What follows belongs to an exercise in optimizing a design on an open flow for small area, a short achievable clock period and few clock cycles per item; a production flow would make more cautious choices. No run shown here included a check of the RTL's function; only the layout flow was run.

## flow/design.v (module list and top-level ports; edited modules follow where they fit)
// module idct_fa: 10 lines
// module idct_ha: 9 lines
// module idct_core: 895 lines
// module idct_flow_ctrl: 96 lines
// module idct8_top: 64 lines
module idct8_top #(
        parameter int ROUND_SHIFT = 7
) (
        input  logic                    clk,
        input  logic                    reset,
        input  logic                    in_req,
        input  idct_pkg::coef_vec_t     coef,
        input  logic                    out_ack,
        output logic                    in_ack,
        output logic                    out_req,
        output idct_pkg::sample_vec_t   samples
);
  // ...
==> flow/flow/run.sh <==
#!/bin/bash
# The standard layout (standard.sh, unchanged synthesis), with plain buf_1 cells as the
# input and output port buffers instead of the default clkdlybuf4s50_1
set -euo pipefail
bash standard.sh "BUFFER_PORTS_ARGS=-buffer_cell sky130_fd_sc_hd__buf_1" finish > standard.log 2>&1
==> flow/standard.sh <==
#!/bin/bash
# synth_recipe.tcl (not shown) runs the flow's synth.tcl, then flattens the netlist and writes it again
# the make line also repeats each setting of config.mk as NAME=value (left out here)
make -C /OpenROAD-flow-scripts/flow DESIGN_CONFIG=/design/flow/config.mk WORK_HOME=/design/flow/orfs CLKGATE_MAP_FILE= SYNTH_SCRIPT=/design/flow/synth_recipe.tcl "${@:-finish}"
==> flow/config.mk <==
export PLATFORM = sky130hd
export DESIGN_NAME = idct8_top
export DESIGN_NICKNAME = idct8_top
export VERILOG_FILES = /design/flow/design.v
export SDC_FILE = /design/flow/constraint.sdc
export NUM_CORES = 4
export LEC_CHECK = 0
export CAP_MARGIN = 20
export CORE_MARGIN = 2
export CORE_UTILIZATION = 40
export SLEW_MARGIN = 20
export SYNTH_HIERARCHICAL = 1
export SYNTH_MINIMUM_KEEP_SIZE = 0
==> flow/constraint.sdc <==
create_clock -name core_clock -period 9.0 [get_ports {clk}]
set_input_delay 1.8000 -clock core_clock [delete_from_list [all_inputs] [get_ports {clk}]]
set_output_delay 1.8000 -clock core_clock [all_outputs]
set_load 0.01 [all_outputs]
==> results.txt, run 1 <==
Mapped Cells=1,382; Hold Buf Count CTS=0; Clock-cell share=6.033%; GRT Total Usage=18.17%; GPL Wtd Cong=0.8682; largest cells by area after synthesis=fa_1 (33%), dfxtp_1 (23%), edfxtp_1 (22%), ha_1 (4.8%), mux2_2 (2.5%); cell family with most CP delay=compound AO/OA/AOI/OAI gates; number of global-route vias before repair=13,020; routed wl met2=23,160 um; biggest regs=samples: 144 flops, idct_flow_ctrl_inst.coef_q: 128 flops; top cell category=multi-input gates; Final Hold Slack=396.8 ps; Crit. Startpoint=idct_core_inst.o_q0[8]; Final Max Tran Viols=0; first-pass GRT wire length=76,210 um; placement-stage worst setup slack=4908 ps; clkbuf count=56; outcome=no timing/DRC/antenna violations; f_max=0.2576 GHz; core footprint=0.05276 mm^2; type of the worst setup path=reg2reg; buffer share of cell area=4.430%; Worst-Margin Slew=896.5 ps; final instance area=0.02466 mm^2; Setup violations, final=0; Seq cells=408; wl on met1=22,850 um; via-per-instance ratio=4.873; Wirelength per Cell=20.53 um; chip height=235.4 um; Die X=235.4 um
==> module idct_flow_ctrl, before the edit <==
module idct_flow_ctrl (
        input  logic                  clk,
        input  logic                  reset,
        input  logic                  in_req,
        input  idct_pkg::coef_vec_t   coef,
        input  logic                  out_ack,
        output logic                  in_ack,
        output logic                  out_req,
        output idct_pkg::coef_vec_t   coef_q,
        output logic [1:0]            k_st,
        output logic                  wr_01,
        output logic                  wr_2,
        output logic                  wr_3
);
        localparam int CW = idct_pkg::COEF_W;
        logic [2:0] k;
        logic busy;
        logic have;
        logic wrote_01;
        logic wrote_2;
        logic open_out;
        logic free;
        logic capture;
        assign open_out = !have || (out_req && out_ack);
        assign wr_01    = busy && !wrote_01 && !wrote_2 && (k == 3'd2) && open_out;
        assign wr_2     = wrote_01;
        assign wr_3     = wrote_2;
        assign free     = !in_ack && (!busy || wr_2);
        assign capture  = in_req && free;
        assign k_st = k[1:0];
        always_ff @(posedge clk or posedge reset) begin
                if (reset) begin
                        in_ack <= 1'b0;
                end else if (capture) begin
                        in_ack <= 1'b1;
                end else if (in_ack && !in_req) begin
                        in_ack <= 1'b0;
                end
        end
        always_ff @(posedge clk or posedge reset) begin
                if (reset) begin
                        busy <= 1'b0;
                end else if (capture) begin
                        busy <= 1'b1;
                end else if (wr_2) begin
                        busy <= 1'b0;
                end
        end
        always_ff @(posedge clk or posedge reset) begin
                if (reset) begin
                        wrote_01 <= 1'b0;
                        wrote_2  <= 1'b0;
                end else begin
                        wrote_01 <= wr_01;
                        wrote_2  <= wr_2;
                end
        end
        always_ff @(posedge clk) begin
                if (capture) begin
                        k <= 3'd0;
                end else begin
                        k <= k + 3'd1;
                end
        end
        always_ff @(posedge clk) begin
                if (free) begin
                        coef_q <= coef;
                end else begin
                        coef_q[CW*2 +: CW] <=  coef_q[CW*6 +: CW];
                        coef_q[CW*4 +: CW] <= ~coef_q[CW*4 +: CW];
                        coef_q[CW*6 +: CW] <= ~coef_q[CW*2 +: CW];
                        coef_q[CW*1 +: CW] <= ~coef_q[CW*3 +: CW];
                        coef_q[CW*3 +: CW] <=  coef_q[CW*7 +: CW];
                        coef_q[CW*5 +: CW] <=  coef_q[CW*1 +: CW];
                        coef_q[CW*7 +: CW] <=  coef_q[CW*5 +: CW];
                end
        end
        always_ff @(posedge clk or posedge reset) begin
                if (reset) begin
                        have <= 1'b0;
                end else if (wr_3) begin
                        have <= 1'b1;
                end else if (out_req && out_ack) begin
                        have <= 1'b0;
                end
        end
        always_ff @(posedge clk or posedge reset) begin
                if (reset) begin
                        out_req <= 1'b0;
                end else if (out_req) begin
                        out_req <= !out_ack;
                end else begin
                        out_req <= (have || wr_3) && !out_ack;
                end
        end
endmodule
==> module idct8_top, before the edit <==
module idct8_top #(
        parameter int ROUND_SHIFT = 7
) (
        input  logic                    clk,
        input  logic                    reset,
        input  logic                    in_req,
        input  idct_pkg::coef_vec_t     coef,
        input  logic                    out_ack,
        output logic                    in_ack,
        output logic                    out_req,
        output idct_pkg::sample_vec_t   samples
);
        localparam int SW = idct_pkg::SAMPLE_W;
        idct_pkg::coef_vec_t coef_q;
        logic [1:0]          k_st;
        logic                wr_01;
        logic                wr_2;
        logic                wr_3;
        logic [SW-1:0]       yp;
        logic [SW-1:0]       ym;
        logic [SW-1:0]       yp_q;
        logic [SW-1:0]       ym_q;
        idct_flow_ctrl idct_flow_ctrl_inst (
                .clk     (clk),
                .reset   (reset),
                .in_req  (in_req),
                .coef    (coef),
                .out_ack (out_ack),
                .in_ack  (in_ack),
                .out_req (out_req),
                .coef_q  (coef_q),
                .k_st    (k_st),
                .wr_01   (wr_01),
                .wr_2    (wr_2),
                .wr_3    (wr_3)
        );
        idct_core idct_core_inst (
                .clk    (clk),
                .coef_q (coef_q),
                .k_st   (k_st),
                .yp     (yp),
                .ym     (ym)
        );
        always_ff @(posedge clk) begin
                yp_q <= yp;
                ym_q <= ym;
        end
        always_ff @(posedge clk) begin
                if (wr_01) begin
                        samples[SW*0 +: SW] <= yp_q;
                        samples[SW*7 +: SW] <= ym_q;
                        samples[SW*2 +: SW] <= yp;
                        samples[SW*5 +: SW] <= ym;
                end
                if (wr_2) begin
                        samples[SW*3 +: SW] <= yp;
                        samples[SW*4 +: SW] <= ym;
                end
                if (wr_3) begin
                        samples[SW*1 +: SW] <= yp;
                        samples[SW*6 +: SW] <= ym;
                end
        end
endmodule
==> inputs of run 2 (changes only) <==
--- a/flow/design.v
+++ b/flow/design.v
@@ -35,43 +35,41 @@
 );
         assign s  = a ^ b;
         assign co = a & b;
 endmodule
 `timescale 1ns/1ps
 module idct_core (
         input  logic         clk,
         input  logic [127:0] coef_q,
-        input  logic [1:0]   k_st,
+        input  logic [1:0]   k_nx,
         output logic [17:0]  yp,
         output logic [17:0]  ym
 );
+        logic [5:0] kc_q;
+        always_ff @(posedge clk) begin
+                kc_q[0] <= (k_nx == 2'd0) | (k_nx == 2'd1);
+                kc_q[1] <= (k_nx == 2'd1) | (k_nx == 2'd3);
+                kc_q[2] <= (k_nx == 2'd2);
+                kc_q[3] <= (k_nx == 2'd1) | (k_nx == 2'd2);
+                kc_q[4] <= (k_nx == 2'd1) | (k_nx == 2'd2) | (k_nx == 2'd3);
+                kc_q[5] <= (k_nx == 2'd0) | (k_nx == 2'd2) | (k_nx == 2'd3);
+        end
         logic [24:0] e_q0, e_q1;
         logic [24:0] o_q0, o_q1;
-        wire kc_3 = (k_st == 2'd0) | (k_st == 2'd1);
-        wire kc_a = (k_st == 2'd1) | (k_st == 2'd3);
-        wire kc_4 = (k_st == 2'd2);
-        wire kc_c = (k_st == 2'd2) | (k_st == 2'd3);
-        wire kc_6 = (k_st == 2'd1) | (k_st == 2'd2);
-        wire kc_9 = (k_st == 2'd0) | (k_st == 2'd3);
-        wire kc_e = (k_st == 2'd1) | (k_st == 2'd2) | (k_st == 2'd3);
-        wire kc_1 = (k_st == 2'd0);
-        wire kc_5 = (k_st == 2'd0) | (k_st == 2'd2);
-        wire kc_b = (k_st == 2'd0) | (k_st == 2'd1) | (k_st == 2'd3);
-        wire kc_d = (k_st == 2'd0) | (k_st == 2'd2) | (k_st == 2'd3);
         wire e_s1, e_c2;
-        idct_fa u_e_s1 (.a(coef_q[0]), .b(coef_q[38]), .ci(coef_q[37]), .s(e_s1), .co(e_c2));
+        idct_fa u_e_s1 (.a(~kc_q[3]), .b(coef_q[0]), .ci(coef_q[38]), .s(e_s1), .co(e_c2));
         wire e_s3, e_c4;
-        idct_ha u_e_s3 (.a(coef_q[34]), .b(coef_q[32]), .s(e_s3), .co(e_c4));
+        idct_ha u_e_s3 (.a(coef_q[37]), .b(coef_q[34]), .s(e_s3), .co(e_c4));
         wire e_s5, e_c6;
-        idct_fa u_e_s5 (.a(coef_q[1]), .b(coef_q[39]), .ci(coef_q[38]), .s(e_s5), .co(e_c6));
+        idct_fa u_e_s5 (.a(kc_q[4]), .b(coef_q[1]), .ci(coef_q[39]), .s(e_s5), .co(e_c6));
         wire e_s7, e_c8;
-        idct_fa u_e_s7 (.a(coef_q[35]), .b(coef_q[33]), .ci(coef_q[65]), .s(e_s7), .co(e_c8));
+        idct_fa u_e_s7 (.a(coef_q[38]), .b(coef_q[35]), .ci(coef_q[33]), .s(e_s7), .co(e_c8));
         wire e_s9, e_c10;
-        idct_ha u_e_s9 (.a(coef_q[101]), .b(coef_q[98]), .s(e_s9), .co(e_c10));
+        idct_ha u_e_s9 (.a(coef_q[65]), .b(coef_q[101]), .s(e_s9), .co(e_c10));
         wire e_s11, e_c12;
         idct_fa u_e_s11 (.a(coef_q[2]), .b(coef_q[40]), .ci(coef_q[39]), .s(e_s11), .co(e_c12));
         wire e_s13, e_c14;
         idct_fa u_e_s13 (.a(coef_q[36]), .b(coef_q[34]), .ci(coef_q[66]), .s(e_s13), .co(e_c14));
         wire e_s15, e_c16;
         idct_ha u_e_s15 (.a(coef_q[102]), .b(coef_q[99]), .s(e_s15), .co(e_c16));
         wire e_s17, e_c18;
         idct_fa u_e_s17 (.a(coef_q[3]), .b(coef_q[41]), .ci(coef_q[40]), .s(e_s17), .co(e_c18));
@@ -117,27 +115,27 @@
         idct_fa u_e_s57 (.a(coef_q[73]), .b(coef_q[109]), .ci(coef_q[106]), .s(e_s57), .co(e_c58));
         wire e_s59, e_c60;
         idct_fa u_e_s59 (.a(coef_q[10]), .b(~coef_q[47]), .ci(coef_q[44]), .s(e_s59), .co(e_c60));
         wire e_s61, e_c62;
         idct_fa u_e_s61 (.a(coef_q[42]), .b(coef_q[74]), .ci(coef_q[110]), .s(e_s61), .co(e_c62));
         wire e_s63, e_c64;
         idct_fa u_e_s63 (.a(coef_q[11]), .b(coef_q[45]), .ci(coef_q[43]), .s(e_s63), .co(e_c64));
         wire e_s65, e_c66;
-        idct_ha u_e_s65 (.a(coef_q[36]), .b(coef_q[35]), .s(e_s65), .co(e_c66));
+        idct_ha u_e_s65 (.a(~kc_q[0]), .b(coef_q[36]), .s(e_s65), .co(e_c66));
         wire e_s67, e_c68;
-        idct_fa u_e_s67 (.a(coef_q[37]), .b(coef_q[36]), .ci(coef_q[33]), .s(e_s67), .co(e_c68));
+        idct_fa u_e_s67 (.a(kc_q[3]), .b(coef_q[37]), .ci(coef_q[36]), .s(e_s67), .co(e_c68));
         wire e_s69, e_c70;
-        idct_ha u_e_s69 (.a(coef_q[99]), .b(coef_q[96]), .s(e_s69), .co(e_c70));
+        idct_ha u_e_s69 (.a(coef_q[33]), .b(coef_q[99]), .s(e_s69), .co(e_c70));
         wire e_s71, e_c72;
-        idct_fa u_e_s71 (.a(coef_q[64]), .b(coef_q[100]), .ci(coef_q[97]), .s(e_s71), .co(e_c72));
+        idct_fa u_e_s71 (.a(coef_q[32]), .b(coef_q[64]), .ci(coef_q[100]), .s(e_s71), .co(e_c72));
         wire e_s73, e_c74;
-        idct_fa u_e_s73 (.a(kc_9), .b(e_s3), .ci(e_s1), .s(e_s73), .co(e_c74));
+        idct_fa u_e_s73 (.a(coef_q[97]), .b(e_s3), .ci(e_s1), .s(e_s73), .co(e_c74));
         wire e_s75, e_c76;
-        idct_fa u_e_s75 (.a(kc_e), .b(e_c4), .ci(e_s9), .s(e_s75), .co(e_c76));
+        idct_fa u_e_s75 (.a(coef_q[98]), .b(e_c4), .ci(e_s9), .s(e_s75), .co(e_c76));
         wire e_s77, e_c78;
         idct_fa u_e_s77 (.a(e_c2), .b(e_s5), .ci(e_s7), .s(e_s77), .co(e_c78));
         wire e_s79, e_c80;
         idct_fa u_e_s79 (.a(e_c10), .b(e_s15), .ci(e_c6), .s(e_s79), .co(e_c80));
         wire e_s81, e_c82;
         idct_fa u_e_s81 (.a(e_c8), .b(e_s11), .ci(e_s13), .s(e_s81), .co(e_c82));
         wire e_s83, e_c84;
         idct_fa u_e_s83 (.a(e_c16), .b(e_s21), .ci(e_c12), .s(e_s83), .co(e_c84));
@@ -181,23 +179,23 @@
         idct_fa u_e_s121 (.a(coef_q[76]), .b(coef_q[109]), .ci(e_c64), .s(e_s121), .co(e_c122));
         wire e_s123, e_c124;
         idct_fa u_e_s123 (.a(coef_q[12]), .b(coef_q[13]), .ci(~coef_q[47]), .s(e_s123), .co(e_c124));
         wire e_s125, e_c126;
         idct_fa u_e_s125 (.a(coef_q[45]), .b(coef_q[77]), .ci(coef_q[110]), .s(e_s125), .co(e_c126));
         wire e_s127, e_c128;
         idct_fa u_e_s127 (.a(coef_q[14]), .b(coef_q[46]), .ci(coef_q[78]), .s(e_s127), .co(e_c128));
         wire e_s129, e_c130;
-        idct_ha u_e_s129 (.a(coef_q[34]), .b(coef_q[33]), .s(e_s129), .co(e_c130));
+        idct_ha u_e_s129 (.a(kc_q[1]), .b(coef_q[34]), .s(e_s129), .co(e_c130));
         wire e_s131, e_c132;
-        idct_fa u_e_s131 (.a(coef_q[35]), .b(coef_q[34]), .ci(coef_q[97]), .s(e_s131), .co(e_c132));
+        idct_fa u_e_s131 (.a(kc_q[2]), .b(coef_q[35]), .ci(coef_q[34]), .s(e_s131), .co(e_c132));
         wire e_s133, e_c134;
-        idct_fa u_e_s133 (.a(coef_q[32]), .b(coef_q[98]), .ci(kc_c), .s(e_s133), .co(e_c134));
+        idct_fa u_e_s133 (.a(coef_q[35]), .b(coef_q[32]), .ci(coef_q[98]), .s(e_s133), .co(e_c134));
         wire e_s135, e_c136;
-        idct_fa u_e_s135 (.a(kc_6), .b(e_c66), .ci(e_s69), .s(e_s135), .co(e_c136));
+        idct_fa u_e_s135 (.a(coef_q[96]), .b(e_c66), .ci(e_s69), .s(e_s135), .co(e_c136));
         wire e_s137, e_c138;
         idct_fa u_e_s137 (.a(e_c70), .b(e_c68), .ci(e_s71), .s(e_s137), .co(e_c138));
         wire e_s139, e_c140;
         idct_fa u_e_s139 (.a(e_c72), .b(e_s75), .ci(e_c74), .s(e_s139), .co(e_c140));
         wire e_s141, e_c142;
         idct_fa u_e_s141 (.a(e_c76), .b(e_c78), .ci(e_s79), .s(e_s141), .co(e_c142));
         wire e_s143, e_c144;
         idct_fa u_e_s143 (.a(e_c80), .b(e_c82), .ci(e_s83), .s(e_s143), .co(e_c144));
@@ -221,23 +219,23 @@
         idct_fa u_e_s161 (.a(e_c116), .b(e_s119), .ci(e_c118), .s(e_s161), .co(e_c162));
         wire e_s163, e_c164;
         idct_fa u_e_s163 (.a(e_c120), .b(e_s123), .ci(e_s125), .s(e_s163), .co(e_c164));
         wire e_s165, e_c166;
         idct_fa u_e_s165 (.a(~coef_q[111]), .b(e_c124), .ci(e_c126), .s(e_s165), .co(e_c166));
         wire e_s167, e_c168;
         idct_fa u_e_s167 (.a(coef_q[15]), .b(coef_q[47]), .ci(coef_q[79]), .s(e_s167), .co(e_c168));
         wire e_s169, e_c170;
-        idct_ha u_e_s169 (.a(coef_q[96]), .b(kc_a), .s(e_s169), .co(e_c170));
+        idct_ha u_e_s169 (.a(coef_q[33]), .b(coef_q[96]), .s(e_s169), .co(e_c170));
         wire e_s171, e_c172;
-        idct_fa u_e_s171 (.a(kc_4), .b(e_c130), .ci(e_s131), .s(e_s171), .co(e_c172));
+        idct_fa u_e_s171 (.a(coef_q[97]), .b(e_c130), .ci(e_s131), .s(e_s171), .co(e_c172));
         wire e_s173, e_c174;
         idct_fa u_e_s173 (.a(e_s65), .b(e_c132), .ci(e_s133), .s(e_s173), .co(e_c174));
         wire e_s175, e_c176;
-        idct_fa u_e_s175 (.a(e_s67), .b(e_c134), .ci(e_s135), .s(e_s175), .co(e_c176));
+        idct_fa u_e_s175 (.a(e_c134), .b(e_s67), .ci(e_s135), .s(e_s175), .co(e_c176));
         wire e_s177, e_c178;
         idct_fa u_e_s177 (.a(e_c136), .b(e_s137), .ci(e_s73), .s(e_s177), .co(e_c178));
         wire e_s179, e_c180;
         idct_fa u_e_s179 (.a(e_c138), .b(e_s77), .ci(e_s139), .s(e_s179), .co(e_c180));
         wire e_s181, e_c182;
         idct_fa u_e_s181 (.a(e_s81), .b(e_c140), .ci(e_s141), .s(e_s181), .co(e_c182));
         wire e_s183, e_c184;
         idct_fa u_e_s183 (.a(e_s85), .b(e_c142), .ci(e_s143), .s(e_s183), .co(e_c184));
@@ -261,155 +259,155 @@
         idct_fa u_e_s201 (.a(e_s121), .b(e_c160), .ci(e_s161), .s(e_s201), .co(e_c202));
         wire e_s203, e_c204;
         idct_fa u_e_s203 (.a(e_c122), .b(e_s163), .ci(e_c162), .s(e_s203), .co(e_c204));
         wire e_s205, e_c206;
         idct_fa u_e_s205 (.a(e_s127), .b(e_c164), .ci(e_s165), .s(e_s205), .co(e_c206));
         wire e_s207, e_c208;
         idct_fa u_e_s207 (.a(e_c128), .b(~e_s167), .ci(e_c166), .s(e_s207), .co(e_c208));
         wire o_s209, o_c210;
-        idct_ha u_o_s209 (.a(coef_q[22]), .b(coef_q[19]), .s(o_s209), .co(o_c210));
+        idct_ha u_o_s209 (.a(kc_q[0]), .b(coef_q[22]), .s(o_s209), .co(o_c210));
         wire o_s211, o_c212;
-        idct_fa u_o_s211 (.a(coef_q[23]), .b(coef_q[20]), .ci(coef_q[19]), .s(o_s211), .co(o_c212));
+        idct_fa u_o_s211 (.a(kc_q[5]), .b(coef_q[23]), .ci(coef_q[20]), .s(o_s211), .co(o_c212));
         wire o_s213, o_c214;
-        idct_fa u_o_s213 (.a(coef_q[24]), .b(coef_q[21]), .ci(coef_q[20]), .s(o_s213), .co(o_c214));
+        idct_fa u_o_s213 (.a(~kc_q[4]), .b(coef_q[24]), .ci(coef_q[21]), .s(o_s213), .co(o_c214));
         wire o_s215, o_c216;
-        idct_fa u_o_s215 (.a(coef_q[25]), .b(coef_q[22]), .ci(coef_q[21]), .s(o_s215), .co(o_c216));
+        idct_fa u_o_s215 (.a(~kc_q[4]), .b(coef_q[25]), .ci(coef_q[22]), .s(o_s215), .co(o_c216));
         wire o_s217, o_c218;
-        idct_fa u_o_s217 (.a(coef_q[26]), .b(coef_q[23]), .ci(coef_q[22]), .s(o_s217), .co(o_c218));
+        idct_fa u_o_s217 (.a(~kc_q[4]), .b(coef_q[26]), .ci(coef_q[23]), .s(o_s217), .co(o_c218));
         wire o_s219, o_c220;
-        idct_fa u_o_s219 (.a(coef_q[27]), .b(coef_q[24]), .ci(coef_q[23]), .s(o_s219), .co(o_c220));
+        idct_fa u_o_s219 (.a(~kc_q[4]), .b(coef_q[27]), .ci(coef_q[24]), .s(o_s219), .co(o_c220));
         wire o_s221, o_c222;
-        idct_fa u_o_s221 (.a(coef_q[28]), .b(coef_q[25]), .ci(coef_q[24]), .s(o_s221), .co(o_c222));
+        idct_fa u_o_s221 (.a(~kc_q[4]), .b(coef_q[28]), .ci(coef_q[25]), .s(o_s221), .co(o_c222));
         wire o_s223, o_c224;
-        idct_fa u_o_s223 (.a(coef_q[29]), .b(coef_q[26]), .ci(coef_q[25]), .s(o_s223), .co(o_c224));
+        idct_fa u_o_s223 (.a(~kc_q[4]), .b(coef_q[29]), .ci(coef_q[26]), .s(o_s223), .co(o_c224));
         wire o_s225, o_c226;
-        idct_fa u_o_s225 (.a(coef_q[30]), .b(coef_q[27]), .ci(coef_q[26]), .s(o_s225), .co(o_c226));
+        idct_fa u_o_s225 (.a(~kc_q[4]), .b(coef_q[30]), .ci(coef_q[27]), .s(o_s225), .co(o_c226));
         wire o_s227, o_c228;
-        idct_fa u_o_s227 (.a(~coef_q[31]), .b(coef_q[28]), .ci(coef_q[27]), .s(o_s227), .co(o_c228));
+        idct_fa u_o_s227 (.a(kc_q[4]), .b(coef_q[31]), .ci(~coef_q[28]), .s(o_s227), .co(o_c228));
         wire o_s229, o_c230;
-        idct_fa u_o_s229 (.a(coef_q[20]), .b(coef_q[17]), .ci(coef_q[16]), .s(o_s229), .co(o_c230));
+        idct_fa u_o_s229 (.a(~kc_q[2]), .b(coef_q[20]), .ci(coef_q[17]), .s(o_s229), .co(o_c230));
         wire o_s231, o_c232;
-        idct_fa u_o_s231 (.a(coef_q[21]), .b(coef_q[18]), .ci(coef_q[17]), .s(o_s231), .co(o_c232));
+        idct_fa u_o_s231 (.a(~kc_q[4]), .b(coef_q[21]), .ci(coef_q[18]), .s(o_s231), .co(o_c232));
         wire o_s233, o_c234;
-        idct_fa u_o_s233 (.a(coef_q[53]), .b(coef_q[52]), .ci(coef_q[50]), .s(o_s233), .co(o_c234));
+        idct_fa u_o_s233 (.a(coef_q[17]), .b(coef_q[53]), .ci(coef_q[52]), .s(o_s233), .co(o_c234));
         wire o_s235, o_c236;
-        idct_fa u_o_s235 (.a(coef_q[18]), .b(coef_q[16]), .ci(coef_q[54]), .s(o_s235), .co(o_c236));
+        idct_fa u_o_s235 (.a(coef_q[19]), .b(coef_q[18]), .ci(coef_q[16]), .s(o_s235), .co(o_c236));
         wire o_s237, o_c238;
-        idct_fa u_o_s237 (.a(coef_q[53]), .b(coef_q[51]), .ci(coef_q[48]), .s(o_s237), .co(o_c238));
+        idct_fa u_o_s237 (.a(coef_q[54]), .b(coef_q[53]), .ci(coef_q[51]), .s(o_s237), .co(o_c238));
         wire o_s239, o_c240;
-        idct_fa u_o_s239 (.a(coef_q[85]), .b(coef_q[82]), .ci(coef_q[81]), .s(o_s239), .co(o_c240));
+        idct_fa u_o_s239 (.a(coef_q[48]), .b(coef_q[85]), .ci(coef_q[82]), .s(o_s239), .co(o_c240));
         wire o_s241, o_c242;
-        idct_fa u_o_s241 (.a(coef_q[17]), .b(coef_q[55]), .ci(coef_q[54]), .s(o_s241), .co(o_c242));
+        idct_fa u_o_s241 (.a(coef_q[19]), .b(coef_q[17]), .ci(coef_q[55]), .s(o_s241), .co(o_c242));
         wire o_s243, o_c244;
-        idct_fa u_o_s243 (.a(coef_q[52]), .b(coef_q[49]), .ci(coef_q[86]), .s(o_s243), .co(o_c244));
+        idct_fa u_o_s243 (.a(coef_q[54]), .b(coef_q[52]), .ci(coef_q[49]), .s(o_s243), .co(o_c244));
         wire o_s245, o_c246;
-        idct_fa u_o_s245 (.a(coef_q[83]), .b(coef_q[82]), .ci(coef_q[118]), .s(o_s245), .co(o_c246));
+        idct_fa u_o_s245 (.a(coef_q[86]), .b(coef_q[83]), .ci(coef_q[82]), .s(o_s245), .co(o_c246));
         wire o_s247, o_c248;
-        idct_ha u_o_s247 (.a(coef_q[115]), .b(kc_d), .s(o_s247), .co(o_c248));
+        idct_ha u_o_s247 (.a(coef_q[118]), .b(coef_q[115]), .s(o_s247), .co(o_c248));
         wire o_s249, o_c250;
-        idct_fa u_o_s249 (.a(coef_q[18]), .b(coef_q[56]), .ci(coef_q[55]), .s(o_s249), .co(o_c250));
+        idct_fa u_o_s249 (.a(coef_q[20]), .b(coef_q[18]), .ci(coef_q[56]), .s(o_s249), .co(o_c250));
         wire o_s251, o_c252;
-        idct_fa u_o_s251 (.a(coef_q[53]), .b(coef_q[50]), .ci(coef_q[87]), .s(o_s251), .co(o_c252));
+        idct_fa u_o_s251 (.a(coef_q[55]), .b(coef_q[53]), .ci(coef_q[50]), .s(o_s251), .co(o_c252));
         wire o_s253, o_c254;
-        idct_fa u_o_s253 (.a(coef_q[84]), .b(coef_q[83]), .ci(coef_q[119]), .s(o_s253), .co(o_c254));
+        idct_fa u_o_s253 (.a(coef_q[87]), .b(coef_q[84]), .ci(coef_q[83]), .s(o_s253), .co(o_c254));
         wire o_s255, o_c256;
-        idct_fa u_o_s255 (.a(coef_q[116]), .b(kc_1), .ci(o_c212), .s(o_s255), .co(o_c256));
+        idct_fa u_o_s255 (.a(coef_q[119]), .b(coef_q[116]), .ci(o_c212), .s(o_s255), .co(o_c256));
         wire o_s257, o_c258;
-        idct_fa u_o_s257 (.a(coef_q[19]), .b(coef_q[57]), .ci(coef_q[56]), .s(o_s257), .co(o_c258));
+        idct_fa u_o_s257 (.a(coef_q[21]), .b(coef_q[19]), .ci(coef_q[57]), .s(o_s257), .co(o_c258));
         wire o_s259, o_c260;
-        idct_fa u_o_s259 (.a(coef_q[54]), .b(coef_q[51]), .ci(coef_q[88]), .s(o_s259), .co(o_c260));
+        idct_fa u_o_s259 (.a(coef_q[56]), .b(coef_q[54]), .ci(coef_q[51]), .s(o_s259), .co(o_c260));
         wire o_s261, o_c262;
-        idct_fa u_o_s261 (.a(coef_q[85]), .b(coef_q[84]), .ci(coef_q[120]), .s(o_s261), .co(o_c262));
+        idct_fa u_o_s261 (.a(coef_q[88]), .b(coef_q[85]), .ci(coef_q[84]), .s(o_s261), .co(o_c262));
         wire o_s263, o_c264;
-        idct_fa u_o_s263 (.a(coef_q[117]), .b(kc_1), .ci(o_c214), .s(o_s263), .co(o_c264));
+        idct_fa u_o_s263 (.a(coef_q[120]), .b(coef_q[117]), .ci(o_c214), .s(o_s263), .co(o_c264));
         wire o_s265, o_c266;
-        idct_fa u_o_s265 (.a(coef_q[20]), .b(coef_q[58]), .ci(coef_q[57]), .s(o_s265), .co(o_c266));
+        idct_fa u_o_s265 (.a(coef_q[22]), .b(coef_q[20]), .ci(coef_q[58]), .s(o_s265), .co(o_c266));
         wire o_s267, o_c268;
-        idct_fa u_o_s267 (.a(coef_q[55]), .b(coef_q[52]), .ci(coef_q[89]), .s(o_s267), .co(o_c268));
+        idct_fa u_o_s267 (.a(coef_q[57]), .b(coef_q[55]), .ci(coef_q[52]), .s(o_s267), .co(o_c268));
         wire o_s269, o_c270;
-        idct_fa u_o_s269 (.a(coef_q[86]), .b(coef_q[85]), .ci(coef_q[121]), .s(o_s269), .co(o_c270));
+        idct_fa u_o_s269 (.a(coef_q[89]), .b(coef_q[86]), .ci(coef_q[85]), .s(o_s269), .co(o_c270));
         wire o_s271, o_c272;
-        idct_fa u_o_s271 (.a(coef_q[118]), .b(kc_1), .ci(o_c216), .s(o_s271), .co(o_c272));
+        idct_fa u_o_s271 (.a(coef_q[121]), .b(coef_q[118]), .ci(o_c216), .s(o_s271), .co(o_c272));
         wire o_s273, o_c274;
-        idct_fa u_o_s273 (.a(coef_q[21]), .b(coef_q[59]), .ci(coef_q[58]), .s(o_s273), .co(o_c274));
+        idct_fa u_o_s273 (.a(coef_q[23]), .b(coef_q[21]), .ci(coef_q[59]), .s(o_s273), .co(o_c274));
         wire o_s275, o_c276;
-        idct_fa u_o_s275 (.a(coef_q[56]), .b(coef_q[53]), .ci(coef_q[90]), .s(o_s275), .co(o_c276));
+        idct_fa u_o_s275 (.a(coef_q[58]), .b(coef_q[56]), .ci(coef_q[53]), .s(o_s275), .co(o_c276));
         wire o_s277, o_c278;
-        idct_fa u_o_s277 (.a(coef_q[87]), .b(coef_q[86]), .ci(coef_q[122]), .s(o_s277), .co(o_c278));
+        idct_fa u_o_s277 (.a(coef_q[90]), .b(coef_q[87]), .ci(coef_q[86]), .s(o_s277), .co(o_c278));
         wire o_s279, o_c280;
-        idct_fa u_o_s279 (.a(coef_q[119]), .b(kc_1), .ci(o_c218), .s(o_s279), .co(o_c280));
+        idct_fa u_o_s279 (.a(coef_q[122]), .b(coef_q[119]), .ci(o_c218), .s(o_s279), .co(o_c280));
         wire o_s281, o_c282;
-        idct_fa u_o_s281 (.a(coef_q[22]), .b(coef_q[60]), .ci(coef_q[59]), .s(o_s281), .co(o_c282));
+        idct_fa u_o_s281 (.a(coef_q[24]), .b(coef_q[22]), .ci(coef_q[60]), .s(o_s281), .co(o_c282));
         wire o_s283, o_c284;
-        idct_fa u_o_s283 (.a(coef_q[57]), .b(coef_q[54]), .ci(coef_q[91]), .s(o_s283), .co(o_c284));
+        idct_fa u_o_s283 (.a(coef_q[59]), .b(coef_q[57]), .ci(coef_q[54]), .s(o_s283), .co(o_c284));
         wire o_s285, o_c286;
-        idct_fa u_o_s285 (.a(coef_q[88]), .b(coef_q[87]), .ci(coef_q[123]), .s(o_s285), .co(o_c286));
+        idct_fa u_o_s285 (.a(coef_q[91]), .b(coef_q[88]), .ci(coef_q[87]), .s(o_s285), .co(o_c286));
         wire o_s287, o_c288;
-        idct_fa u_o_s287 (.a(coef_q[120]), .b(kc_1), .ci(o_c220), .s(o_s287), .co(o_c288));
+        idct_fa u_o_s287 (.a(coef_q[123]), .b(coef_q[120]), .ci(o_c220), .s(o_s287), .co(o_c288));
         wire o_s289, o_c290;
-        idct_fa u_o_s289 (.a(coef_q[23]), .b(coef_q[61]), .ci(coef_q[60]), .s(o_s289), .co(o_c290));
+        idct_fa u_o_s289 (.a(coef_q[25]), .b(coef_q[23]), .ci(coef_q[61]), .s(o_s289), .co(o_c290));
         wire o_s291, o_c292;
-        idct_fa u_o_s291 (.a(coef_q[58]), .b(coef_q[55]), .ci(coef_q[92]), .s(o_s291), .co(o_c292));
+        idct_fa u_o_s291 (.a(coef_q[60]), .b(coef_q[58]), .ci(coef_q[55]), .s(o_s291), .co(o_c292));
         wire o_s293, o_c294;
-        idct_fa u_o_s293 (.a(coef_q[89]), .b(coef_q[88]), .ci(coef_q[124]), .s(o_s293), .co(o_c294));
+        idct_fa u_o_s293 (.a(coef_q[92]), .b(coef_q[89]), .ci(coef_q[88]), .s(o_s293), .co(o_c294));
         wire o_s295, o_c296;
-        idct_fa u_o_s295 (.a(coef_q[121]), .b(kc_1), .ci(o_c222), .s(o_s295), .co(o_c296));
+        idct_fa u_o_s295 (.a(coef_q[124]), .b(coef_q[121]), .ci(o_c222), .s(o_s295), .co(o_c296));
         wire o_s297, o_c298;
-        idct_fa u_o_s297 (.a(coef_q[24]), .b(coef_q[62]), .ci(coef_q[61]), .s(o_s297), .co(o_c298));
+        idct_fa u_o_s297 (.a(coef_q[26]), .b(coef_q[24]), .ci(coef_q[62]), .s(o_s297), .co(o_c298));
         wire o_s299, o_c300;
-        idct_fa u_o_s299 (.a(coef_q[59]), .b(coef_q[56]), .ci(coef_q[93]), .s(o_s299), .co(o_c300));
+        idct_fa u_o_s299 (.a(coef_q[61]), .b(coef_q[59]), .ci(coef_q[56]), .s(o_s299), .co(o_c300));
         wire o_s301, o_c302;
-        idct_fa u_o_s301 (.a(coef_q[90]), .b(coef_q[89]), .ci(coef_q[125]), .s(o_s301), .co(o_c302));
+        idct_fa u_o_s301 (.a(coef_q[93]), .b(coef_q[90]), .ci(coef_q[89]), .s(o_s301), .co(o_c302));
         wire o_s303, o_c304;
-        idct_fa u_o_s303 (.a(coef_q[122]), .b(kc_1), .ci(o_c224), .s(o_s303), .co(o_c304));
+        idct_fa u_o_s303 (.a(coef_q[125]), .b(coef_q[122]), .ci(o_c224), .s(o_s303), .co(o_c304));
         wire o_s305, o_c306;
-        idct_fa u_o_s305 (.a(coef_q[25]), .b(~coef_q[63]), .ci(coef_q[62]), .s(o_s305), .co(o_c306));
+        idct_fa u_o_s305 (.a(coef_q[27]), .b(coef_q[25]), .ci(~coef_q[63]), .s(o_s305), .co(o_c306));
         wire o_s307, o_c308;
-        idct_fa u_o_s307 (.a(coef_q[60]), .b(coef_q[57]), .ci(coef_q[94]), .s(o_s307), .co(o_c308));
+        idct_fa u_o_s307 (.a(coef_q[62]), .b(coef_q[60]), .ci(coef_q[57]), .s(o_s307), .co(o_c308));
         wire o_s309, o_c310;
-        idct_fa u_o_s309 (.a(coef_q[91]), .b(coef_q[90]), .ci(coef_q[126]), .s(o_s309), .co(o_c310));
+        idct_fa u_o_s309 (.a(coef_q[94]), .b(coef_q[91]), .ci(coef_q[90]), .s(o_s309), .co(o_c310));
         wire o_s311, o_c312;
-        idct_fa u_o_s311 (.a(coef_q[123]), .b(kc_1), .ci(o_c226), .s(o_s311), .co(o_c312));
+        idct_fa u_o_s311 (.a(coef_q[126]), .b(coef_q[123]), .ci(o_c226), .s(o_s311), .co(o_c312));
         wire o_s313, o_c314;
-        idct_fa u_o_s313 (.a(coef_q[29]), .b(coef_q[28]), .ci(coef_q[26]), .s(o_s313), .co(o_c314));
+        idct_fa u_o_s313 (.a(~kc_q[4]), .b(coef_q[29]), .ci(coef_q[28]), .s(o_s313), .co(o_c314));
         wire o_s315, o_c316;
-        idct_fa u_o_s315 (.a(~coef_q[63]), .b(coef_q[61]), .ci(coef_q[58]), .s(o_s315), .co(o_c316));
+        idct_fa u_o_s315 (.a(coef_q[26]), .b(~coef_q[63]), .ci(coef_q[61]), .s(o_s315), .co(o_c316));
         wire o_s317, o_c318;
-        idct_fa u_o_s317 (.a(~coef_q[95]), .b(coef_q[92]), .ci(coef_q[91]), .s(o_s317), .co(o_c318));
+        idct_fa u_o_s317 (.a(coef_q[58]), .b(~coef_q[95]), .ci(coef_q[92]), .s(o_s317), .co(o_c318));
         wire o_s319, o_c320;
-        idct_fa u_o_s319 (.a(~coef_q[127]), .b(coef_q[124]), .ci(kc_1), .s(o_s319), .co(o_c320));
+        idct_fa u_o_s319 (.a(coef_q[91]), .b(~coef_q[127]), .ci(coef_q[124]), .s(o_s319), .co(o_c320));
         wire o_s321, o_c322;
-        idct_fa u_o_s321 (.a(coef_q[30]), .b(coef_q[29]), .ci(coef_q[27]), .s(o_s321), .co(o_c322));
+        idct_fa u_o_s321 (.a(~kc_q[4]), .b(coef_q[30]), .ci(coef_q[29]), .s(o_s321), .co(o_c322));
         wire o_s323, o_c324;
-        idct_fa u_o_s323 (.a(coef_q[62]), .b(coef_q[59]), .ci(coef_q[93]), .s(o_s323), .co(o_c324));
+        idct_fa u_o_s323 (.a(coef_q[27]), .b(coef_q[62]), .ci(coef_q[59]), .s(o_s323), .co(o_c324));
         wire o_s325, o_c326;
-        idct_fa u_o_s325 (.a(~coef_q[31]), .b(coef_q[30]), .ci(coef_q[28]), .s(o_s325), .co(o_c326));
+        idct_fa u_o_s325 (.a(kc_q[4]), .b(~coef_q[31]), .ci(coef_q[30]), .s(o_s325), .co(o_c326));
         wire o_s327, o_c328;
         idct_ha u_o_s327 (.a(~coef_q[19]), .b(~coef_q[16]), .s(o_s327), .co(o_c328));
         wire o_s329, o_c330;
-        idct_fa u_o_s329 (.a(coef_q[52]), .b(coef_q[51]), .ci(coef_q[49]), .s(o_s329), .co(o_c330));
+        idct_fa u_o_s329 (.a(coef_q[16]), .b(coef_q[52]), .ci(coef_q[51]), .s(o_s329), .co(o_c330));
         wire o_s331, o_c332;
-        idct_fa u_o_s331 (.a(coef_q[83]), .b(coef_q[80]), .ci(coef_q[115]), .s(o_s331), .co(o_c332));
+        idct_fa u_o_s331 (.a(coef_q[49]), .b(coef_q[83]), .ci(coef_q[80]), .s(o_s331), .co(o_c332));
         wire o_s333, o_c334;
-        idct_fa u_o_s333 (.a(coef_q[84]), .b(coef_q[81]), .ci(coef_q[80]), .s(o_s333), .co(o_c334));
+        idct_fa u_o_s333 (.a(coef_q[50]), .b(coef_q[84]), .ci(coef_q[81]), .s(o_s333), .co(o_c334));
         wire o_s335, o_c336;
-        idct_fa u_o_s335 (.a(coef_q[116]), .b(coef_q[113]), .ci(kc_1), .s(o_s335), .co(o_c336));
+        idct_fa u_o_s335 (.a(coef_q[80]), .b(coef_q[116]), .ci(coef_q[113]), .s(o_s335), .co(o_c336));
         wire o_s337, o_c338;
         idct_ha u_o_s337 (.a(o_c230), .b(o_s231), .s(o_s337), .co(o_c338));
         wire o_s339, o_c340;
-        idct_fa u_o_s339 (.a(coef_q[117]), .b(coef_q[114]), .ci(kc_3), .s(o_s339), .co(o_c340));
+        idct_fa u_o_s339 (.a(coef_q[81]), .b(coef_q[117]), .ci(coef_q[114]), .s(o_s339), .co(o_c340));
         wire o_s341, o_c342;
         idct_fa u_o_s341 (.a(o_s209), .b(o_c232), .ci(o_c234), .s(o_s341), .co(o_c342));
         wire o_s343, o_c344;
         idct_fa u_o_s343 (.a(o_s235), .b(o_s237), .ci(o_s239), .s(o_s343), .co(o_c344));
         wire o_s345, o_c346;
-        idct_fa u_o_s345 (.a(o_c210), .b(o_c236), .ci(o_c238), .s(o_s345), .co(o_c346));
+        idct_fa u_o_s345 (.a(o_c210), .b(o_s247), .ci(o_c236), .s(o_s345), .co(o_c346));
         wire o_s347, o_c348;
-        idct_fa u_o_s347 (.a(o_c240), .b(o_s247), .ci(o_s241), .s(o_s347), .co(o_c348));
+        idct_fa u_o_s347 (.a(o_c238), .b(o_c240), .ci(o_s241), .s(o_s347), .co(o_c348));
         wire o_s349, o_c350;
         idct_fa u_o_s349 (.a(o_s243), .b(o_s245), .ci(o_s211), .s(o_s349), .co(o_c350));
         wire o_s351, o_c352;
         idct_fa u_o_s351 (.a(o_c248), .b(o_c242), .ci(o_c244), .s(o_s351), .co(o_c352));
         wire o_s353, o_c354;
         idct_fa u_o_s353 (.a(o_c246), .b(o_s249), .ci(o_s251), .s(o_s353), .co(o_c354));
         wire o_s355, o_c356;
         idct_fa u_o_s355 (.a(o_s253), .b(o_s213), .ci(o_s255), .s(o_s355), .co(o_c356));
@@ -449,59 +447,59 @@
         idct_fa u_o_s389 (.a(o_s297), .b(o_s299), .ci(o_s301), .s(o_s389), .co(o_c390));
         wire o_s391, o_c392;
         idct_fa u_o_s391 (.a(o_s225), .b(o_c296), .ci(o_s303), .s(o_s391), .co(o_c392));
         wire o_s393, o_c394;
         idct_fa u_o_s393 (.a(o_c298), .b(o_c300), .ci(o_c302), .s(o_s393), .co(o_c394));
         wire o_s395, o_c396;
         idct_fa u_o_s395 (.a(o_s305), .b(o_s307), .ci(o_s309), .s(o_s395), .co(o_c396));
         wire o_s397, o_c398;
-        idct_fa u_o_s397 (.a(o_s227), .b(o_c304), .ci(o_s311), .s(o_s397), .co(o_c398));
+        idct_fa u_o_s397 (.a(~o_s227), .b(o_c304), .ci(o_s311), .s(o_s397), .co(o_c398));
         wire o_s399, o_c400;
         idct_fa u_o_s399 (.a(o_c306), .b(o_c308), .ci(o_c310), .s(o_s399), .co(o_c400));
         wire o_s401, o_c402;
-        idct_fa u_o_s401 (.a(o_c228), .b(o_s313), .ci(o_s315), .s(o_s401), .co(o_c402));
+        idct_fa u_o_s401 (.a(~o_c228), .b(o_s313), .ci(o_s315), .s(o_s401), .co(o_c402));
         wire o_s403, o_c404;
         idct_fa u_o_s403 (.a(o_s317), .b(o_s319), .ci(o_c312), .s(o_s403), .co(o_c404));
         wire o_s405, o_c406;
-        idct_fa u_o_s405 (.a(coef_q[92]), .b(coef_q[125]), .ci(kc_1), .s(o_s405), .co(o_c406));
+        idct_fa u_o_s405 (.a(coef_q[93]), .b(coef_q[92]), .ci(coef_q[125]), .s(o_s405), .co(o_c406));
         wire o_s407, o_c408;
         idct_fa u_o_s407 (.a(o_c314), .b(o_c316), .ci(o_c318), .s(o_s407), .co(o_c408));
         wire o_s409, o_c410;
-        idct_fa u_o_s409 (.a(o_s321), .b(o_s323), .ci(o_c320), .s(o_s409), .co(o_c410));
+        idct_fa u_o_s409 (.a(o_c320), .b(o_s321), .ci(o_s323), .s(o_s409), .co(o_c410));
         wire o_s411, o_c412;
-        idct_fa u_o_s411 (.a(~coef_q[63]), .b(coef_q[60]), .ci(coef_q[94]), .s(o_s411), .co(o_c412));
+        idct_fa u_o_s411 (.a(coef_q[28]), .b(~coef_q[63]), .ci(coef_q[60]), .s(o_s411), .co(o_c412));
         wire o_s413, o_c414;
-        idct_fa u_o_s413 (.a(coef_q[93]), .b(coef_q[126]), .ci(kc_e), .s(o_s413), .co(o_c414));
+        idct_fa u_o_s413 (.a(coef_q[94]), .b(coef_q[93]), .ci(coef_q[126]), .s(o_s413), .co(o_c414));
         wire o_s415, o_c416;
         idct_fa u_o_s415 (.a(o_c322), .b(o_c324), .ci(o_s325), .s(o_s415), .co(o_c416));
         wire o_s417, o_c418;
         idct_ha u_o_s417 (.a(coef_q[31]), .b(~coef_q[29]), .s(o_s417), .co(o_c418));
         wire o_s419, o_c420;
         idct_fa u_o_s419 (.a(coef_q[61]), .b(~coef_q[95]), .ci(coef_q[94]), .s(o_s419), .co(o_c420));
         wire o_s421, o_c422;
         idct_ha u_o_s421 (.a(~coef_q[127]), .b(o_c326), .s(o_s421), .co(o_c422));
         wire o_s423, o_c424;
-        idct_fa u_o_s423 (.a(coef_q[17]), .b(coef_q[49]), .ci(coef_q[48]), .s(o_s423), .co(o_c424));
+        idct_fa u_o_s423 (.a(~kc_q[1]), .b(coef_q[17]), .ci(coef_q[49]), .s(o_s423), .co(o_c424));
         wire o_s425, o_c426;
-        idct_fa u_o_s425 (.a(coef_q[18]), .b(coef_q[50]), .ci(coef_q[49]), .s(o_s425), .co(o_c426));
+        idct_fa u_o_s425 (.a(~kc_q[3]), .b(coef_q[18]), .ci(coef_q[50]), .s(o_s425), .co(o_c426));
         wire o_s427, o_c428;
-        idct_ha u_o_s427 (.a(coef_q[81]), .b(coef_q[113]), .s(o_s427), .co(o_c428));
+        idct_ha u_o_s427 (.a(coef_q[49]), .b(coef_q[81]), .s(o_s427), .co(o_c428));
         wire o_s429, o_c430;
         idct_fa u_o_s429 (.a(coef_q[51]), .b(coef_q[50]), .ci(coef_q[48]), .s(o_s429), .co(o_c430));
         wire o_s431, o_c432;
         idct_fa u_o_s431 (.a(coef_q[82]), .b(coef_q[114]), .ci(~o_s327), .s(o_s431), .co(o_c432));
         wire o_s433, o_c434;
-        idct_fa u_o_s433 (.a(coef_q[112]), .b(kc_b), .ci(~o_c328), .s(o_s433), .co(o_c434));
+        idct_fa u_o_s433 (.a(coef_q[115]), .b(coef_q[112]), .ci(~o_c328), .s(o_s433), .co(o_c434));
         wire o_s435, o_c436;
         idct_fa u_o_s435 (.a(o_s329), .b(o_s331), .ci(o_s229), .s(o_s435), .co(o_c436));
         wire o_s437, o_c438;
         idct_fa u_o_s437 (.a(o_c330), .b(o_c332), .ci(o_s333), .s(o_s437), .co(o_c438));
         wire o_s439, o_c440;
-        idct_fa u_o_s439 (.a(o_s233), .b(o_s335), .ci(o_s337), .s(o_s439), .co(o_c440));
+        idct_fa u_o_s439 (.a(o_s335), .b(o_s233), .ci(o_s337), .s(o_s439), .co(o_c440));
         wire o_s441, o_c442;
         idct_fa u_o_s441 (.a(o_c334), .b(o_c336), .ci(o_s339), .s(o_s441), .co(o_c442));
         wire o_s443, o_c444;
         idct_fa u_o_s443 (.a(o_c338), .b(o_s341), .ci(o_s343), .s(o_s443), .co(o_c444));
         wire o_s445, o_c446;
         idct_fa u_o_s445 (.a(o_c340), .b(o_c342), .ci(o_c344), .s(o_s445), .co(o_c446));
         wire o_s447, o_c448;
         idct_fa u_o_s447 (.a(o_s345), .b(o_s347), .ci(o_s349), .s(o_s447), .co(o_c448));
@@ -541,31 +539,31 @@
         idct_fa u_o_s481 (.a(o_c394), .b(o_c396), .ci(o_s399), .s(o_s481), .co(o_c482));
         wire o_s483, o_c484;
         idct_fa u_o_s483 (.a(o_s401), .b(o_s403), .ci(o_c398), .s(o_s483), .co(o_c484));
         wire o_s485, o_c486;
         idct_fa u_o_s485 (.a(o_s405), .b(o_c400), .ci(o_c402), .s(o_s485), .co(o_c486));
         wire o_s487, o_c488;
         idct_fa u_o_s487 (.a(o_s407), .b(o_s409), .ci(o_c404), .s(o_s487), .co(o_c488));
         wire o_s489, o_c490;
-        idct_fa u_o_s489 (.a(o_s411), .b(o_c406), .ci(o_s413), .s(o_s489), .co(o_c490));
+        idct_fa u_o_s489 (.a(o_c406), .b(o_s411), .ci(o_s413), .s(o_s489), .co(o_c490));
         wire o_s491, o_c492;
-        idct_fa u_o_s491 (.a(o_c408), .b(o_s415), .ci(o_c410), .s(o_s491), .co(o_c492));
+        idct_fa u_o_s491 (.a(o_c408), .b(o_c410), .ci(o_s415), .s(o_s491), .co(o_c492));
         wire o_s493, o_c494;
-        idct_fa u_o_s493 (.a(~o_s417), .b(o_c412), .ci(o_s419), .s(o_s493), .co(o_c494));
+        idct_fa u_o_s493 (.a(~o_s417), .b(o_c412), .ci(o_c414), .s(o_s493), .co(o_c494));
         wire o_s495, o_c496;
-        idct_fa u_o_s495 (.a(o_c414), .b(o_s421), .ci(o_c416), .s(o_s495), .co(o_c496));
+        idct_fa u_o_s495 (.a(o_s419), .b(o_s421), .ci(o_c416), .s(o_s495), .co(o_c496));
         wire o_s497, o_c498;
         idct_fa u_o_s497 (.a(coef_q[30]), .b(coef_q[62]), .ci(~coef_q[95]), .s(o_s497), .co(o_c498));
         wire o_s499, o_c500;
         idct_fa u_o_s499 (.a(~o_c418), .b(o_c420), .ci(o_c422), .s(o_s499), .co(o_c500));
         wire o_s501, o_c502;
-        idct_ha u_o_s501 (.a(coef_q[80]), .b(coef_q[112]), .s(o_s501), .co(o_c502));
+        idct_ha u_o_s501 (.a(coef_q[48]), .b(coef_q[80]), .s(o_s501), .co(o_c502));
         wire o_s503, o_c504;
-        idct_fa u_o_s503 (.a(kc_9), .b(o_s427), .ci(o_c424), .s(o_s503), .co(o_c504));
+        idct_fa u_o_s503 (.a(coef_q[113]), .b(o_s427), .ci(o_c424), .s(o_s503), .co(o_c504));
         wire o_s505, o_c506;
         idct_fa u_o_s505 (.a(o_c428), .b(o_c426), .ci(o_s429), .s(o_s505), .co(o_c506));
         wire o_s507, o_c508;
         idct_fa u_o_s507 (.a(o_c430), .b(o_c432), .ci(o_s433), .s(o_s507), .co(o_c508));
         wire o_s509, o_c510;
         idct_fa u_o_s509 (.a(o_c434), .b(o_c436), .ci(o_s437), .s(o_s509), .co(o_c510));
         wire o_s511, o_c512;
         idct_fa u_o_s511 (.a(o_c438), .b(o_s441), .ci(o_c440), .s(o_s511), .co(o_c512));
@@ -589,25 +587,25 @@
         idct_fa u_o_s529 (.a(o_c474), .b(o_s477), .ci(o_c476), .s(o_s529), .co(o_c530));
         wire o_s531, o_c532;
         idct_fa u_o_s531 (.a(o_c478), .b(o_s481), .ci(o_c480), .s(o_s531), .co(o_c532));
         wire o_s533, o_c534;
         idct_fa u_o_s533 (.a(o_c482), .b(o_s485), .ci(o_c484), .s(o_s533), .co(o_c534));
         wire o_s535, o_c536;
         idct_fa u_o_s535 (.a(o_s489), .b(o_c486), .ci(o_s491), .s(o_s535), .co(o_c536));
         wire o_s537, o_c538;
-        idct_fa u_o_s537 (.a(o_s493), .b(o_c490), .ci(o_s495), .s(o_s537), .co(o_c538));
+        idct_fa u_o_s537 (.a(o_c490), .b(o_s493), .ci(o_c492), .s(o_s537), .co(o_c538));
         wire o_s539, o_c540;
         idct_fa u_o_s539 (.a(o_s497), .b(o_c494), .ci(o_s499), .s(o_s539), .co(o_c540));
         wire o_s541, o_c542;
         idct_fa u_o_s541 (.a(coef_q[31]), .b(coef_q[63]), .ci(~o_c498), .s(o_s541), .co(o_c542));
         wire o_s543, o_c544;
-        idct_ha u_o_s543 (.a(coef_q[16]), .b(coef_q[48]), .s(o_s543), .co(o_c544));
+        idct_ha u_o_s543 (.a(~kc_q[4]), .b(coef_q[16]), .s(o_s543), .co(o_c544));
         wire o_s545, o_c546;
-        idct_fa u_o_s545 (.a(kc_5), .b(o_s501), .ci(o_s423), .s(o_s545), .co(o_c546));
+        idct_fa u_o_s545 (.a(coef_q[112]), .b(o_s501), .ci(o_s423), .s(o_s545), .co(o_c546));
         wire o_s547, o_c548;
         idct_fa u_o_s547 (.a(o_c502), .b(o_s425), .ci(o_s503), .s(o_s547), .co(o_c548));
         wire o_s549, o_c550;
         idct_fa u_o_s549 (.a(o_s431), .b(o_c504), .ci(o_s505), .s(o_s549), .co(o_c550));
         wire o_s551, o_c552;
         idct_fa u_o_s551 (.a(o_c506), .b(o_s435), .ci(o_s507), .s(o_s551), .co(o_c552));
         wire o_s553, o_c554;
         idct_fa u_o_s553 (.a(o_c508), .b(o_s439), .ci(o_s509), .s(o_s553), .co(o_c554));
@@ -633,17 +631,17 @@
         idct_fa u_o_s573 (.a(o_s479), .b(o_c528), .ci(o_s529), .s(o_s573), .co(o_c574));
         wire o_s575, o_c576;
         idct_fa u_o_s575 (.a(o_s483), .b(o_c530), .ci(o_s531), .s(o_s575), .co(o_c576));
         wire o_s577, o_c578;
         idct_fa u_o_s577 (.a(o_s487), .b(o_c532), .ci(o_s533), .s(o_s577), .co(o_c578));
         wire o_s579, o_c580;
         idct_fa u_o_s579 (.a(o_c488), .b(o_s535), .ci(o_c534), .s(o_s579), .co(o_c580));
         wire o_s581, o_c582;
-        idct_fa u_o_s581 (.a(o_c492), .b(o_s537), .ci(o_c536), .s(o_s581), .co(o_c582));
+        idct_fa u_o_s581 (.a(o_s495), .b(o_c536), .ci(o_s537), .s(o_s581), .co(o_c582));
         wire o_s583, o_c584;
         idct_fa u_o_s583 (.a(o_c496), .b(o_s539), .ci(o_c538), .s(o_s583), .co(o_c584));
         wire o_s585, o_c586;
         idct_fa u_o_s585 (.a(~o_s541), .b(o_c500), .ci(o_c540), .s(o_s585), .co(o_c586));
         wire yp_s587, yp_c588;
         idct_ha u_yp_s587 (.a(e_q0[0]), .b(e_q1[0]), .s(yp_s587), .co(yp_c588));
         wire yp_s589, yp_c590;
         idct_fa u_yp_s589 (.a(e_q0[1]), .b(e_q1[1]), .ci(o_q0[1]), .s(yp_s589), .co(yp_c590));
@@ -831,19 +829,19 @@
         idct_fa u_ym_s770 (.a(~o_q1[21]), .b(ym_c723), .ci(ym_s724), .s(ym_s770), .co(ym_c771));
         wire ym_s772, ym_c773;
         idct_fa u_ym_s772 (.a(~o_q1[22]), .b(ym_c725), .ci(ym_s726), .s(ym_s772), .co(ym_c773));
         wire [24:0] ym_a774, ym_b775, ym_r776;
         assign ym_a774 = {~1'b0, ym_c727, ym_c771, ym_c769, ym_c767, ym_c765, ym_c763, ym_c761, ym_c759, ym_c757, ym_c755, ym_c753, ym_c751, ym_c749, ym_c747, ym_c745, ym_c743, ym_c741, ym_c739, ym_c737, ym_c735, ym_c733, ym_c731, ym_c729, ym_s728};
         assign ym_b775 = {1'b0, ym_c773, ym_s772, ym_s770, ym_s768, ym_s766, ym_s764, ym_s762, ym_s760, ym_s758, ym_s756, ym_s754, ym_s752, ym_s750, ym_s748, ym_s746, ym_s744, ym_s742, ym_s740, ym_s738, ym_s736, ym_s734, ym_s732, ym_s730, ym_s682};
         assign ym_r776 = ym_a774 + ym_b775;
         always_ff @(posedge clk) begin
-                e_q0[0] <= coef_q[32];
+                e_q0[0] <= kc_q[0];
                 e_q0[1] <= coef_q[33];
-                e_q0[2] <= e_s129;
+                e_q0[2] <= e_s169;
                 e_q0[3] <= e_c170;
                 e_q0[4] <= e_c172;
                 e_q0[5] <= e_c174;
                 e_q0[6] <= e_c176;
                 e_q0[7] <= e_c178;
                 e_q0[8] <= e_c180;
                 e_q0[9] <= e_c182;
                 e_q0[10] <= e_c184;
@@ -854,19 +852,19 @@
                 e_q0[15] <= e_c194;
                 e_q0[16] <= e_c196;
                 e_q0[17] <= e_c198;
                 e_q0[18] <= e_c200;
                 e_q0[19] <= e_c202;
                 e_q0[20] <= e_s205;
                 e_q0[21] <= e_s207;
                 e_q0[22] <= e_c168;
-                e_q1[0] <= kc_3;
+                e_q1[0] <= coef_q[32];
                 e_q1[1] <= coef_q[32];
-                e_q1[2] <= e_s169;
+                e_q1[2] <= e_s129;
                 e_q1[3] <= e_s171;
                 e_q1[4] <= e_s173;
                 e_q1[5] <= e_s175;
                 e_q1[6] <= e_s177;
                 e_q1[7] <= e_s179;
                 e_q1[8] <= e_s181;
                 e_q1[9] <= e_s183;
                 e_q1[10] <= e_s185;
@@ -877,17 +875,17 @@
                 e_q1[15] <= e_s195;
                 e_q1[16] <= e_s197;
                 e_q1[17] <= e_s199;
                 e_q1[18] <= e_s201;
                 e_q1[19] <= e_s203;
                 e_q1[20] <= e_c204;
                 e_q1[21] <= e_c206;
                 e_q1[22] <= e_c208;
-                o_q0[0] <= kc_1;
+                o_q0[0] <= coef_q[48];
                 o_q0[1] <= o_c544;
                 o_q0[2] <= o_c546;
                 o_q0[3] <= o_c548;
                 o_q0[4] <= o_c550;
                 o_q0[5] <= o_c552;
                 o_q0[6] <= o_c554;
                 o_q0[7] <= o_c556;
                 o_q0[8] <= o_c558;
@@ -897,17 +895,17 @@
                 o_q0[12] <= o_c566;
                 o_q0[13] <= o_c568;
                 o_q0[14] <= o_c570;
                 o_q0[15] <= o_c572;
                 o_q0[16] <= o_c574;
                 o_q0[17] <= o_c576;
                 o_q0[18] <= o_c578;
                 o_q0[19] <= o_s581;
-                o_q0[20] <= o_s583;
+                o_q0[20] <= o_c582;
                 o_q0[21] <= o_s585;
                 o_q0[22] <= o_c542;
                 o_q1[0] <= o_s543;
                 o_q1[1] <= o_s545;
                 o_q1[2] <= o_s547;
                 o_q1[3] <= o_s549;
                 o_q1[4] <= o_s551;
                 o_q1[5] <= o_s553;
@@ -920,34 +918,34 @@
                 o_q1[12] <= o_s567;
                 o_q1[13] <= o_s569;
                 o_q1[14] <= o_s571;
                 o_q1[15] <= o_s573;
                 o_q1[16] <= o_s575;
                 o_q1[17] <= o_s577;
                 o_q1[18] <= o_s579;
                 o_q1[19] <= o_c580;
-                o_q1[20] <= o_c582;
+                o_q1[20] <= o_s583;
                 o_q1[21] <= o_c584;
                 o_q1[22] <= o_c586;
         end
         assign yp = yp_r681[24:7];
         assign ym = ym_r776[24:7];
 endmodule
 `timescale 1ns/1ps
 module idct_flow_ctrl (
         input  logic                  clk,
         input  logic                  reset,
         input  logic                  in_req,
         input  idct_pkg::coef_vec_t   coef,
         input  logic                  out_ack,
         output logic                  in_ack,
         output logic                  out_req,
         output idct_pkg::coef_vec_t   coef_q,
-        output logic [1:0]            k_st,
+        output logic [1:0]            k_nx,
         output logic                  wr_01,
         output logic                  wr_2,
         output logic                  wr_3
 );
         localparam int CW = idct_pkg::COEF_W;
         logic [2:0] k;
         logic busy;
         logic have;
@@ -957,17 +955,17 @@
         logic free;
         logic capture;
         assign open_out = !have || (out_req && out_ack);
         assign wr_01    = busy && !wrote_01 && !wrote_2 && (k == 3'd2) && open_out;
         assign wr_2     = wrote_01;
         assign wr_3     = wrote_2;
         assign free     = !in_ack && (!busy || wr_2);
         assign capture  = in_req && free;
-        assign k_st = k[1:0];
+        assign k_nx = capture ? 2'd0 : k[1:0] + 2'd1;
         always_ff @(posedge clk or posedge reset) begin
                 if (reset) begin
                         in_ack <= 1'b0;
                 end else if (capture) begin
                         in_ack <= 1'b1;
                 end else if (in_ack && !in_req) begin
                         in_ack <= 1'b0;
                 end
@@ -1039,42 +1037,42 @@
         input  idct_pkg::coef_vec_t     coef,
         input  logic                    out_ack,
         output logic                    in_ack,
         output logic                    out_req,
         output idct_pkg::sample_vec_t   samples
 );
         localparam int SW = idct_pkg::SAMPLE_W;
         idct_pkg::coef_vec_t coef_q;
-        logic [1:0]          k_st;
+        logic [1:0]          k_nx;
         logic                wr_01;
         logic                wr_2;
         logic                wr_3;
         logic [SW-1:0]       yp;
         logic [SW-1:0]       ym;
         logic [SW-1:0]       yp_q;
         logic [SW-1:0]       ym_q;
         idct_flow_ctrl idct_flow_ctrl_inst (
                 .clk     (clk),
                 .reset   (reset),
                 .in_req  (in_req),
                 .coef    (coef),
                 .out_ack (out_ack),
                 .in_ack  (in_ack),
                 .out_req (out_req),
                 .coef_q  (coef_q),
-                .k_st    (k_st),
+                .k_nx    (k_nx),
                 .wr_01   (wr_01),
                 .wr_2    (wr_2),
                 .wr_3    (wr_3)
         );
         idct_core idct_core_inst (
                 .clk    (clk),
                 .coef_q (coef_q),
-                .k_st   (k_st),
+                .k_nx   (k_nx),
                 .yp     (yp),
                 .ym     (ym)
         );
         always_ff @(posedge clk) begin
                 yp_q <= yp;
                 ym_q <= ym;
         end
         always_ff @(posedge clk) begin
==> flow/config.mk (replaced) <==
export PLATFORM = sky130hd
export DESIGN_NAME = idct8_top
export DESIGN_NICKNAME = idct8_top
export VERILOG_FILES = /design/flow/design.v
export SDC_FILE = /design/flow/constraint.sdc
export NUM_CORES = 4
export LEC_CHECK = 0
export ABC_CLOCK_PERIOD_IN_PS = 2500
export CAP_MARGIN = 20
export CORE_MARGIN = 2
export CORE_UTILIZATION = 40
export SLEW_MARGIN = 20
export SYNTH_HIERARCHICAL = 1
export SYNTH_MINIMUM_KEEP_SIZE = 0
==> run 2 against run 1 <==
Still clean on timing, DRC and antenna; synthesized cell count down 3.5%; maximum frequency is 0.72% higher; sequential cell count grew 6; worst hold slack about the same; count of clock-buffer cells in the layout rose by 7.
==> results.txt, run 2 <==
outcome=no timing/DRC/antenna violations (unchanged); root buffer cell=clkbuf_16 (unchanged); Setup violations, final=0 (unchanged); f_max=0.2595 GHz (was 0.2576 GHz); cell family with most CP delay=compound AO/OA/AOI/OAI gates (unchanged); slowest stage delay, CP=560 ps (was 670 ps); vias=11,380 (was 11,695); Hold Buf Count CTS=0 (unchanged); GRT Total Usage=18.63% (was 18.17%); clock sink count=414 (was 408); post-DP HPWL=40,090 um (was 40,250 um); Post-Syn Nets=1,904 (was 1,954); core footprint=0.05255 mm^2 (was 0.05276 mm^2); largest cells by area after synthesis=fa_1 (34%), dfxtp_1 (23%), edfxtp_1 (23%), ha_1 (4.8%), mux2_2 (2.5%) (was fa_1 (33%), dfxtp_1 (23%), edfxtp_1 (22%), ha_1 (4.8%), mux2_2 (2.5%)); Final Max Tran Viols=0 (unchanged); CP arrival=4210 ps (was 4130 ps); die area=0.05493 mm^2 (was 0.05539 mm^2); antenna violations before repair=4 (was 0); FILL cells=4,674 (was 4,651); Non-Filler Instances=2,364 (was 2,400); type of the worst setup path=reg2reg (unchanged); port buffer count=277 (unchanged); Tmin final=3854 ps (was 3882 ps); GPL Wtd Cong=0.8666 (was 0.8682); Final Hold Slack=396.7 ps (was 396.8 ps); Mapped Cells=1,333 (was 1,382); Critical path buffers and inverters=0 (was 1); via-per-instance ratio=4.814 (was 4.873); first-pass GRT wire length=75,040 um (was 76,210 um); chip height=234.4 um (was 235.4 um); number of global-route vias before repair=12,554 (was 13,020); H-tree levels=2 (unchanged); largest net degree at the start of global routing=66 (was 69); Worst-Margin Slew=991.4 ps (was 896.5 ps); Final period util=42.82% (was 43.13%); Reg clk slew, reported paths=60 ps (about the same); Clock Skews=19.95 ps (was 25.91 ps); critical-path cell with the highest stage delay=fa_1 (was a311oi_1); biggest regs=samples: 144 flops, idct_flow_ctrl_inst.coef_q: 128 flops (unchanged); Wirelength per Cell=21.12 um (was 20.53 um); critical path peak fanout=5 (was 6); final instance area=0.02459 mm^2 (was 0.02466 mm^2); max_cap viols=0 (unchanged); Die X=234.4 um (was 235.4 um); post-synth cell types=58 (was 61); Post-DRT Antenna Nets=0 (unchanged); yosys warns=9 (unchanged); Mapped Area=0.02123 mm^2 (was 0.02141 mm^2)
==> run 2: cell count changes in the layout (fill, tap and decap cells not counted), sizes merged, moves of 5 or more <==
cell,previous run,this run
dfxtp,242,248
a21o,8,13
nand3,14,2
nor2,21,16
nand4,11,4
inv,89,96
nand2,28,19
clkbuf,56,63
a21oi,97,86
==> run 2: stage by stage <==
step | worst slack [ps]
floorplan | 3433
global placement | 5127
detailed placement | 5051
CTS | 5047
global route | 4829
finish | 5146
==> run 2: worst paths after layout <==
path | start | to | slack [ps]
min in group asynchronous | reset | idct_flow_ctrl_inst.have | 1120
worst min-delay path | yp_q[8] | samples[8] | 400
worst min register to register | yp_q[8] | samples[8] | 400
max in group asynchronous | reset | idct_flow_ctrl_inst.in_ack | 7630
worst max-delay path | idct_core_inst.e_q0[3] | samples[123] | 5150
worst max register to register | idct_core_inst.e_q0[3] | samples[123] | 5150
==> run 2: layout make-up <==
class	count	area (um^2)	share of cell area, %
antenna	1	2.502	0.01018
timing repair buffer	283	1085	4.412
tap	688	860.8	3.501
clock inverter	21	239.0	0.9719
clock buffer	63	1320	5.368
inverter	91	341.6	1.389
multi-input combinational	803	10820	43.99
sequential	414	9923	40.36
==> run 2: cell families after synthesis <==
kind of cell | after synthesis | synth area share [%]
adders and majority gates | 439 | 38.54
DFF | 414 | 46.73
AOI/OAI and AO/OA | 152 | 4.592
and+or+nand+nor | 120 | 2.894
buffers and inverters | 116 | 2.399
muxes | 64 | 3.696
xor gates and xnor gates | 28 | 1.155
==> run 2: routing by layer <==
| layer | vias to the layer above | wire length, um | global-route usage [%] |
|---|---|---|---|
| met5 | - | 25 | 0 |
| met4 | 4 | 1025 | 4.520 |
| met3 | 78 | 2987 | 3.769 |
| met2 | 335 | 23370 | 29.79 |
| met1 | 5826 | 22530 | 26.23 |
| li1 | 5137 | - | - |
==> run 2: Yosys stat by module (local to each module, per instance) <==
module,copies in the design,flops+latches,cells inside
idct_core,1,97,425
idct8_top,1,180,180
idct_fa,358,0,1
idct_flow_ctrl,1,137,343
idct_ha,27,0,1

==> re-timing with driven ports <==
How much do the figures lean on ideal ports? The routed layouts below were timed once more, with nothing changed but the port constraints.
Step 1 assumes that a clkbuf_16 drives the clock port and a buf_2 every other input.
Step 2, shift: input delay + t, output delay - t, t = (earliest + latest rising clock arrival at the registers) / 2. This alone moves slack from input paths to output paths.
Three values: ideal, step 1, step 2; two values: the first two.
run | shift t [ns] | setup slack, ns | worst setup path after step 2 | slew at the worst register clock pin (ns)
run 1 | 0.618 | 5.118 / 5.118 / 4.892 | input to register | 0.06 / 0.06
run 2 | 0.631 | 5.146 / 5.146 / 5.092 | input to register | 0.06 / 0.06
After both steps every run listed still meets setup and hold. For run 1, which loses most, drivers alone change the setup slack by 0.000 ns; drivers and shift together by -0.226 ns.
